This is an optimization exercise on Yosys and OpenROAD, whose aim is a short achievable clock period and few clock cycles, not a production implementation.
The RTL was checked by simulation tests, not by an equivalence proof against the original design.
Power and IR drop assume default switching activity.

--- flow/design.v ---
package rv_pkg;
    localparam int XLEN        = 32;
    localparam int REG_COUNT   = 32;
    localparam int REG_ADDR_W  = 5;
    localparam int IMM_W       = 12;
    localparam int IMEM_WORDS  = 64;
    localparam int DMEM_WORDS  = 64;
    localparam int IMEM_ADDR_W = $clog2(IMEM_WORDS);
    localparam int DMEM_ADDR_W = $clog2(DMEM_WORDS);
    localparam int LOAD_ADDR_W = (IMEM_ADDR_W > DMEM_ADDR_W) ? IMEM_ADDR_W : DMEM_ADDR_W;
    localparam logic [6:0] OPCODE_LW    = 7'b0000011;
    localparam logic [2:0] FUNCT3_LW    = 3'b010;
    localparam logic [6:0] OPCODE_SW    = 7'b0100011;
    localparam logic [2:0] FUNCT3_SW    = 3'b010;
    localparam logic [6:0] OPCODE_ADD   = 7'b0110011;
    localparam logic [2:0] FUNCT3_ADD   = 3'b000;
    localparam logic [6:0] FUNCT7_ADD   = 7'b0000000;
    localparam logic [6:0] OPCODE_SUB   = 7'b0110011;
    localparam logic [2:0] FUNCT3_SUB   = 3'b000;
    localparam logic [6:0] FUNCT7_SUB   = 7'b0100000;
    localparam logic [6:0] OPCODE_ADDI  = 7'b0010011;
    localparam logic [2:0] FUNCT3_ADDI  = 3'b000;
    localparam logic [6:0] OPCODE_ECALL = 7'b1110011;
    localparam logic [2:0] FUNCT3_ECALL = 3'b000;
    localparam logic [6:0] FUNCT7_ECALL = 7'b0000000;
    typedef enum logic [2:0] {
        OP_NOP,
        OP_LW,
        OP_SW,
        OP_ADD,
        OP_SUB,
        OP_ADDI,
        OP_HALT
    } op_kind_e;
    typedef struct packed {
        op_kind_e              op;
        logic [REG_ADDR_W-1:0] rs1;
        logic [REG_ADDR_W-1:0] rs2;
        logic [REG_ADDR_W-1:0] rd;
        logic [XLEN-1:0]       imm_i;
        logic [XLEN-1:0]       imm_s;
    } decoded_inst_t;
    typedef struct packed {
        logic [XLEN-1:0] addr;
        logic [XLEN-1:0] wdata;
        logic            wen;
    } dmem_req_t;
    typedef struct packed {
        logic                   we;
        logic [LOAD_ADDR_W-1:0] addr;
        logic [XLEN-1:0]        data;
    } mem_load_t;
endpackage
`timescale 1ns/1ns
module inst_decoder (
    input  logic [rv_pkg::XLEN-1:0] inst_i,
    output rv_pkg::decoded_inst_t   dec_o
);
    logic [6:0]       opcode;
    logic [2:0]       funct3;
    logic [6:0]       funct7;
    rv_pkg::op_kind_e op;
    assign opcode = inst_i[6:0];
    assign funct3 = inst_i[14:12];
    assign funct7 = inst_i[31:25];
    always_comb begin
        op = rv_pkg::OP_NOP;
        if (opcode == rv_pkg::OPCODE_LW && funct3 == rv_pkg::FUNCT3_LW) begin
            op = rv_pkg::OP_LW;
        end else if (opcode == rv_pkg::OPCODE_SW && funct3 == rv_pkg::FUNCT3_SW) begin
            op = rv_pkg::OP_SW;
        end else if (opcode == rv_pkg::OPCODE_ADD && funct3 == rv_pkg::FUNCT3_ADD &&
                     funct7 == rv_pkg::FUNCT7_ADD) begin
            op = rv_pkg::OP_ADD;
        end else if (opcode == rv_pkg::OPCODE_SUB && funct3 == rv_pkg::FUNCT3_SUB &&
                     funct7 == rv_pkg::FUNCT7_SUB) begin
            op = rv_pkg::OP_SUB;
        end else if (opcode == rv_pkg::OPCODE_ADDI && funct3 == rv_pkg::FUNCT3_ADDI) begin
            op = rv_pkg::OP_ADDI;
        end else if (opcode == rv_pkg::OPCODE_ECALL && funct3 == rv_pkg::FUNCT3_ECALL &&
                     funct7 == rv_pkg::FUNCT7_ECALL) begin
            op = rv_pkg::OP_HALT;
        end
    end
    assign dec_o.op    = op;
    assign dec_o.rs1   = inst_i[19:15];
    assign dec_o.rs2   = inst_i[24:20];
    assign dec_o.rd    = inst_i[11:7];
    assign dec_o.imm_i = {{(rv_pkg::XLEN-rv_pkg::IMM_W){inst_i[31]}}, inst_i[31:20]};
    assign dec_o.imm_s = {{(rv_pkg::XLEN-rv_pkg::IMM_W){inst_i[31]}}, inst_i[31:25],
                          inst_i[11:7]};
endmodule
`timescale 1ns/1ns
module reg_file (
    input  logic                          clk,
    input  logic                          rst_n,
    input  logic [rv_pkg::REG_ADDR_W-1:0] rs1_addr_i,
    input  logic [rv_pkg::REG_ADDR_W-1:0] rs2_addr_i,
    output logic [rv_pkg::XLEN-1:0]       rs1_data_o,
    output logic [rv_pkg::XLEN-1:0]       rs2_data_o,
    input  logic                          we_i,
    input  logic [rv_pkg::REG_ADDR_W-1:0] rd_addr_i,
    input  logic [rv_pkg::XLEN-1:0]       rd_data_i
);
    logic [rv_pkg::XLEN-1:0] regs [rv_pkg::REG_COUNT];
    always_ff @(posedge clk) begin
        if (!rst_n) begin
            for (int i = 0; i < rv_pkg::REG_COUNT; i++) begin
                regs[i] <= '0;
            end
        end else if (we_i && rd_addr_i != '0) begin
            regs[rd_addr_i] <= rd_data_i;
        end
    end
    assign rs1_data_o = (rs1_addr_i == '0) ? '0 : regs[rs1_addr_i];
    assign rs2_data_o = (rs2_addr_i == '0) ? '0 : regs[rs2_addr_i];
endmodule
`timescale 1ns/1ns
module core (
    input  logic                    clk,
    input  logic                    rst_n,
    output logic [rv_pkg::XLEN-1:0] imem_addr_o,
    input  logic [rv_pkg::XLEN-1:0] inst_i,
    output rv_pkg::dmem_req_t       dmem_req_o,
    input  logic [rv_pkg::XLEN-1:0] dmem_rdata_i,
    output logic                    exit_o
);
    logic [rv_pkg::XLEN-1:0] pc_q;
    rv_pkg::decoded_inst_t   dec;
    logic [rv_pkg::XLEN-1:0] rs1_data;
    logic [rv_pkg::XLEN-1:0] rs2_data;
    logic [rv_pkg::XLEN-1:0] alu_res;
    logic [rv_pkg::XLEN-1:0] wb_data;
    logic                    rf_we;
    inst_decoder i_inst_decoder (
        .inst_i (inst_i),
        .dec_o  (dec)
    );
    reg_file i_reg_file (
        .clk        (clk),
        .rst_n      (rst_n),
        .rs1_addr_i (dec.rs1),
        .rs2_addr_i (dec.rs2),
        .rs1_data_o (rs1_data),
        .rs2_data_o (rs2_data),
        .we_i       (rf_we),
        .rd_addr_i  (dec.rd),
        .rd_data_i  (wb_data)
    );
    assign exit_o = (dec.op == rv_pkg::OP_HALT);
    always_ff @(posedge clk) begin
        if (!rst_n) begin
            pc_q <= '0;
        end else if (!exit_o) begin
            pc_q <= pc_q + rv_pkg::XLEN'(4);
        end
    end
    assign imem_addr_o = pc_q;
    always_comb begin
        case (dec.op)
            rv_pkg::OP_LW,
            rv_pkg::OP_ADDI: alu_res = rs1_data + dec.imm_i;
            rv_pkg::OP_SW:   alu_res = rs1_data + dec.imm_s;
            rv_pkg::OP_ADD:  alu_res = rs1_data + rs2_data;
            rv_pkg::OP_SUB:  alu_res = rs1_data - rs2_data;
            default:         alu_res = '0;
        endcase
    end
    assign dmem_req_o.addr  = alu_res;
    assign dmem_req_o.wdata = rs2_data;
    assign dmem_req_o.wen   = rst_n && !exit_o && (dec.op == rv_pkg::OP_SW);
    assign rf_we   = (dec.op == rv_pkg::OP_LW) || (dec.op == rv_pkg::OP_ADD) ||
                     (dec.op == rv_pkg::OP_SUB) || (dec.op == rv_pkg::OP_ADDI);
    assign wb_data = (dec.op == rv_pkg::OP_LW) ? dmem_rdata_i : alu_res;
endmodule
`timescale 1ns/1ns
module inst_mem (
    input  logic                    clk,
    input  logic [rv_pkg::XLEN-1:0] addr_i,
    output logic [rv_pkg::XLEN-1:0] inst_o,
    input  rv_pkg::mem_load_t       load_i
);
    logic [rv_pkg::XLEN-1:0]        mem [rv_pkg::IMEM_WORDS];
    logic [rv_pkg::IMEM_ADDR_W-1:0] fetch_idx;
    logic [rv_pkg::IMEM_ADDR_W-1:0] load_idx;
    assign fetch_idx = addr_i[rv_pkg::IMEM_ADDR_W+1:2];
    assign load_idx  = load_i.addr[rv_pkg::IMEM_ADDR_W-1:0];
    assign inst_o = mem[fetch_idx];
    always_ff @(posedge clk) begin
        if (load_i.we) begin
            mem[load_idx] <= load_i.data;
        end
    end
endmodule
`timescale 1ns/1ns
module data_mem (
    input  logic                           clk,
    input  rv_pkg::dmem_req_t              req_i,
    output logic [rv_pkg::XLEN-1:0]        rdata_o,
    input  rv_pkg::mem_load_t              load_i,
    input  logic [rv_pkg::DMEM_ADDR_W-1:0] peek_addr_i,
    output logic [rv_pkg::XLEN-1:0]        peek_data_o
);
    logic [rv_pkg::XLEN-1:0]        mem [rv_pkg::DMEM_WORDS];
    logic [rv_pkg::DMEM_ADDR_W-1:0] core_idx;
    logic [rv_pkg::DMEM_ADDR_W-1:0] load_idx;
    assign core_idx = req_i.addr[rv_pkg::DMEM_ADDR_W+1:2];
    assign load_idx = load_i.addr[rv_pkg::DMEM_ADDR_W-1:0];
    assign rdata_o     = mem[core_idx];
    assign peek_data_o = mem[peek_addr_i];
    always_ff @(posedge clk) begin
        if (load_i.we) begin
            mem[load_idx] <= load_i.data;
        end else if (req_i.wen) begin
            mem[core_idx] <= req_i.wdata;
        end
    end
endmodule
`timescale 1ns/1ns
module rv_soc (
    input  logic                           clk,
    input  logic                           rst_n,
    input  logic [38:0]                    imem_load_i,
    input  logic [38:0]                    dmem_load_i,
    input  logic [rv_pkg::DMEM_ADDR_W-1:0] peek_addr_i,
    output logic [rv_pkg::XLEN-1:0]        peek_data_o,
    output logic                           exit_o
);
    logic [rv_pkg::XLEN-1:0] imem_addr;
    logic [rv_pkg::XLEN-1:0] inst_word;
    rv_pkg::dmem_req_t       dmem_req;
    logic [rv_pkg::XLEN-1:0] dmem_rdata;
    rv_pkg::mem_load_t       imem_load;
    rv_pkg::mem_load_t       dmem_load;
    assign imem_load = imem_load_i;
    assign dmem_load = dmem_load_i;
    core i_core (
        .clk          (clk),
        .rst_n        (rst_n),
        .imem_addr_o  (imem_addr),
        .inst_i       (inst_word),
        .dmem_req_o   (dmem_req),
        .dmem_rdata_i (dmem_rdata),
        .exit_o       (exit_o)
    );
    inst_mem i_inst_mem (
        .clk    (clk),
        .addr_i (imem_addr),
        .inst_o (inst_word),
        .load_i (imem_load)
    );
    data_mem i_data_mem (
        .clk         (clk),
        .req_i       (dmem_req),
        .rdata_o     (dmem_rdata),
        .load_i      (dmem_load),
        .peek_addr_i (peek_addr_i),
        .peek_data_o (peek_data_o)
    );
endmodule
--- flow/run.sh ---
#!/bin/bash
# synth_recipe.tcl (not shown) runs the flow's synth.tcl, then flattens the netlist and writes it again
# the make line also repeats each setting of config.mk as NAME=value (left out here)
make -C /OpenROAD-flow-scripts/flow DESIGN_CONFIG=/design/flow/config.mk WORK_HOME=/design/flow/orfs CLKGATE_MAP_FILE= SYNTH_SCRIPT=/design/flow/synth_recipe.tcl finish
--- flow/config.mk ---
export PLATFORM = sky130hd
export DESIGN_NAME = rv_soc
export DESIGN_NICKNAME = rv_soc
export VERILOG_FILES = /design/flow/design.v
export SDC_FILE = /design/flow/constraint.sdc
export NUM_CORES = 4
export LEC_CHECK = 0
export CAP_MARGIN = 20
export CELL_PAD_IN_SITES_DETAIL_PLACEMENT = 1
export CELL_PAD_IN_SITES_GLOBAL_PLACEMENT = 2
export CORE_MARGIN = 2
export CORE_UTILIZATION = 30
export PLACE_DENSITY = 0.5
export SLEW_MARGIN = 20
--- flow/constraint.sdc ---
create_clock -name core_clock -period 11.0 [get_ports {clk}]
set_input_delay 2.2000 -clock core_clock [delete_from_list [all_inputs] [get_ports {clk}]]
set_output_delay 2.2000 -clock core_clock [all_outputs]
set_load 0.01 [all_outputs]
==> run notes <==
[flip-flops by register name (all words and copies together), names as in the netlist, named ones only]
signal	flops
i_data_mem.mem	2048
i_inst_mem.mem	2048
i_core.i_reg_file.regs	1024
i_core.pc_q	6
[logic make-up after synthesis]
kind of cell,count (synthesis),share of synthesized area
AND/OR/NAND/NOR,5323,0.101
flip-flops,5132,0.654
multiplexers,2115,0.164
AO/OA/AOI/OAI,1547,0.0482
buffers and inverters,1267,0.0279
XOR/XNOR,58,0.00222
adder cells (fa/ha/maj),51,0.00274
[routing by layer]
metal  track usage  vias up  routed length (um)
met5             0        -                  77
met4        0.0709       14               33900
met3        0.0325     1152               63700
met2         0.429     5665              505000
met1         0.399    87605              504000
li1              -    63603                   -
[cell usage after synthesis, types with 38 or more instances]
library cell,n
buf_2,417
nand3_1,970
mux2i_1,668
nor2_1,1021
mux2_2,58
o221ai_1,137
xnor2_1,38
a21oi_1,193
a32oi_1,145
buf_4,112
nor3_1,88
and3_1,100
o22ai_1,55
mux4_2,1378
buf_6,91
a22oi_1,151
edfxtp_1,5120
ha_1,50
a31oi_1,239
nand2b_1,84
buf_1,146
clkbuf_1,451
a311oi_1,45
o21ai_0,154
nand2_1,2413
nand4_1,189
nor2b_1,247
[power groups by stage]
stage | registers, uW | clock network [uW] | logic, uW
after floorplan | 22200 | 0 | 3360
after global placement | 22200 | 0 | 7490
after detailed placement | 22300 | 0 | 7470
after CTS | 21800 | 20800 | 7500
after global routing | 21900 | 21400 | 7740
final | 21800 | 20400 | 7550
[metrics by stage]
step,setup WS [ns],instance area [um2],util
after floorplan,0.640,236000,-
after global placement,-0.216,263000,0.336
after detailed placement,-0.127,263000,0.337
after CTS,0.0615,283000,0.362
after global routing,0.00272,283000,0.362
final,0.322,283000,0.362
[path summary, 6_finish.rpt]
path | to | slack, ns | cells after the start
max | i_core.i_reg_file.regs[9][31] | 0.32 | 41
max reg2reg | i_core.i_reg_file.regs[9][31] | 0.32 | 41
min reg2reg | register | 0.53 | 2
min | register | 0.53 | 2
[worst max-delay path: cells and delay by family, from the launching register on]
| family | cells | cell delay [ns] |
|---|---|---|
| multiplexers | 3 | 1.25 |
| AO/OA/AOI/OAI | 11 | 2.83 |
| flip-flops | 1 | 0.49 |
| AND/OR/NAND/NOR | 13 | 2.46 |
| adder cells (fa/ha/maj) | 3 | 0.72 |
| XOR/XNOR | 1 | 0.41 |
| buffers and inverters | 10 | 2.01 |
[timing repair]
item / CTS / global route
buffers inserted: 1 / 5
endpoints found under the setup margin: 199 / 444
gates resized for setup: 2 / 7
[cells in the final DEF, fill, tap and decap left out, types with 85 or more instances in the layout]
master | synthesis | routed
edfxtp_1 | 5120 | 5120
nand2_1 | 2413 | 2343
mux4_2 | 1378 | 1373
buf_4 | 112 | 1217
nand3_1 | 970 | 965
nor2_1 | 1021 | 881
mux2i_1 | 668 | 667
clkbuf_16 | 0 | 632
buf_12 | 4 | 450
nor2b_1 | 247 | 242
a31oi_1 | 239 | 234
a21oi_1 | 193 | 191
nand4_1 | 189 | 189
clkinv_1 | 1 | 157
a22oi_1 | 151 | 151
a32oi_1 | 145 | 145
o221ai_1 | 137 | 137
nor2_4 | 2 | 134
clkbuf_1 | 451 | 125
o21ai_0 | 154 | 120
and3_1 | 100 | 89
clkinv_2 | 0 | 85
[cell type report]
class,count,share of cell area
antenna,34,0.000300
clock buffer,757,0.0575
clock inverter,353,0.0118
inverter,35,0.000543
multi-input combinational,9094,0.272
sequential,5132,0.543
tap,10464,0.0462
timing repair buffer,1776,0.0679
==> summary.txt <==
CTS
  – TritonCTS Buffers: ~620
  – CTS Hold Buffers Added: 0
  – CTS tree: done
  – CTS Sinks: ~5100
  – Clk root buf: clkbuf_16
  – Htree depth: 6
  – Reg clk slew, reported paths: 0.06 ns
  – Worst-Skew Late Latency: roughly 1.2 ns
  – CTS Buffer Depth: 4

Power and ir drop
  – Sw power: between 10000 and 15000 uW
  – Leak Pwr: roughly 0.093 uW
  – Power per cell area: 176 mW/mm2
  – Power Total: about 50000 uW
  – Clock power frac: 0.410
  – Flop pwr share: 0.439
  – Logic gate share of total power: 0.152
  – Worst vdd rail ir drop: about 0.21 mV
  – Switching share of power: 0.277
  – P_int: 36000 uW

Finish
  – FILL cells: 79172
  – Fin cells: approximately 28000
  – Layout cell share with drive strength beyond 1: 0.258
  – Multi-input logic area: ~0.077 mm2
  – Register area: 0.154 mm2
  – Area Growth Syn to Fin: 20.3%
  – Final nets: 16797

Die
  – Ports: between 100 and 150
  – Die W: roughly 890 um
  – Die area: ~0.79 mm2
  – Row cnt: about 330
  – Starting Density: 0.301
  – Core area: 0.783 mm2
  – Die Y: 890 um

Timing
  – Slew Limit Headroom: 0.174
  – Min Hold Slack: 0.528 ns
  – Fin crit period: between 10 and 15 ns
  – Final Skew: between 0.08 and 0.09 ns
  – Slew @ Worst Pin: around 1.2 ns
  – Final hold violations: 0
  – RSZ-0062 raised after global routing: false
  – Tcrit/Tclk final: 0.971
  – Highest clock rate: 93.6 MHz
  – Max-slew violations: 0
  – Setup_tns: 0 ns
  – Final setup fails: 0

Drt
  – Routed WL: about 1100000 um
  – Routed via count: ~160k
  – DRT Pass-1 Iters: 6
  – Drt drc: 0
  – Antenna-violating nets left: 0
  – DRT iter0 DRCs: approximately 18000
  – Post-DR wirelength/cell: between 40 and 50 um
  – Routed vias/inst: around 5.7

Job
  – Max-cap violations: 0

Setup path
  – Crit path top cell by count: buf_4
  – Critical Path Slowest Stage Cell: mux4_1
  – Setup Crit Path Kind: reg2reg
  – Critical path fanouts, max: 32
  – Crit. End Element: register
  – CP startpoint kind: register
  – Required @ worst endpoint: about 12 ns
  – Critical Path AT: about 11 ns
  – CP peak stage delay: about 0.61 ns

Synth
  – Synth Flop Type: edfxtp_1
  – Number of flops mapped to enable cells by yosys: around 5100
  – Cell Area, Synth: 0.236 mm2
  – Synth Instances: between 15000 and 20000
  – Yosys cell types: about 130
  – Post-synth ARST share: 0
  – Synthesized flop and latch total: just over 5000
  – Area contributors post-synth: edfxtp_1, mux4_2, nand2_1
  – Sequential-to-total area share from yosys stat: 0.654
  – Area share of the largest cell type after synthesis: 0.653
  – Mapped Avg Cell Area: 15.2 um2
  – Synth warn: 5
  – Syn Nets: around 16000
  – Area leader, netlist: edfxtp_1

Worst hold path
  – Min-delay src: i_core.pc_q[3]
  – Hold Path Class: reg2reg

Place
  – RD Place Congestion: 0.865
  – Port Buf Inserts: between 100 and 150
  – Inst Count DP: 26493
  – HPWL Detailed: approximately 700000 um

GRT
  – Total Routing Usage GR: 0.272
  – Grt ovf: 0
  – Vias in the first global route: ~160k
  – Pin count of the biggest net entering global routing: about 120
  – Global-route wire length before repair: roughly 1500000 um
  – Initial antenna violation count: 92

Run status
  – Status: finished clean
Testbench counts, summed over its fixed seeds: cycles 13,414.

what the ideal ports hide:
No port has a modelled driver above. Below, the same layout with a new extraction and two added sets of constraints. Step 1 (the two cells are an assumption about what drives the block):
set clk [get_ports {clk}]
set_driving_cell -lib_cell sky130_fd_sc_hd__clkbuf_16 $clk
set_driving_cell -lib_cell sky130_fd_sc_hd__buf_2 [delete_from_list [all_inputs] $clk]
Step 2 also shifts input and output timing later by t, the mid clock arrival at the registers, as if the neighbouring blocks saw the same clock. Three values: ideal ports, drivers, drivers and shift; two values: the first two.
shift t [ns]: 1.247
slack for setup (ns): 0.322 / 0.322 / 0.322
worst setup path at the end: register to register
pins driven straight from the clock port: 1
After both steps setup and hold are still met in this run. For this run, drivers alone change the setup slack by 0.000 ns; drivers and shift together by 0.000 ns.
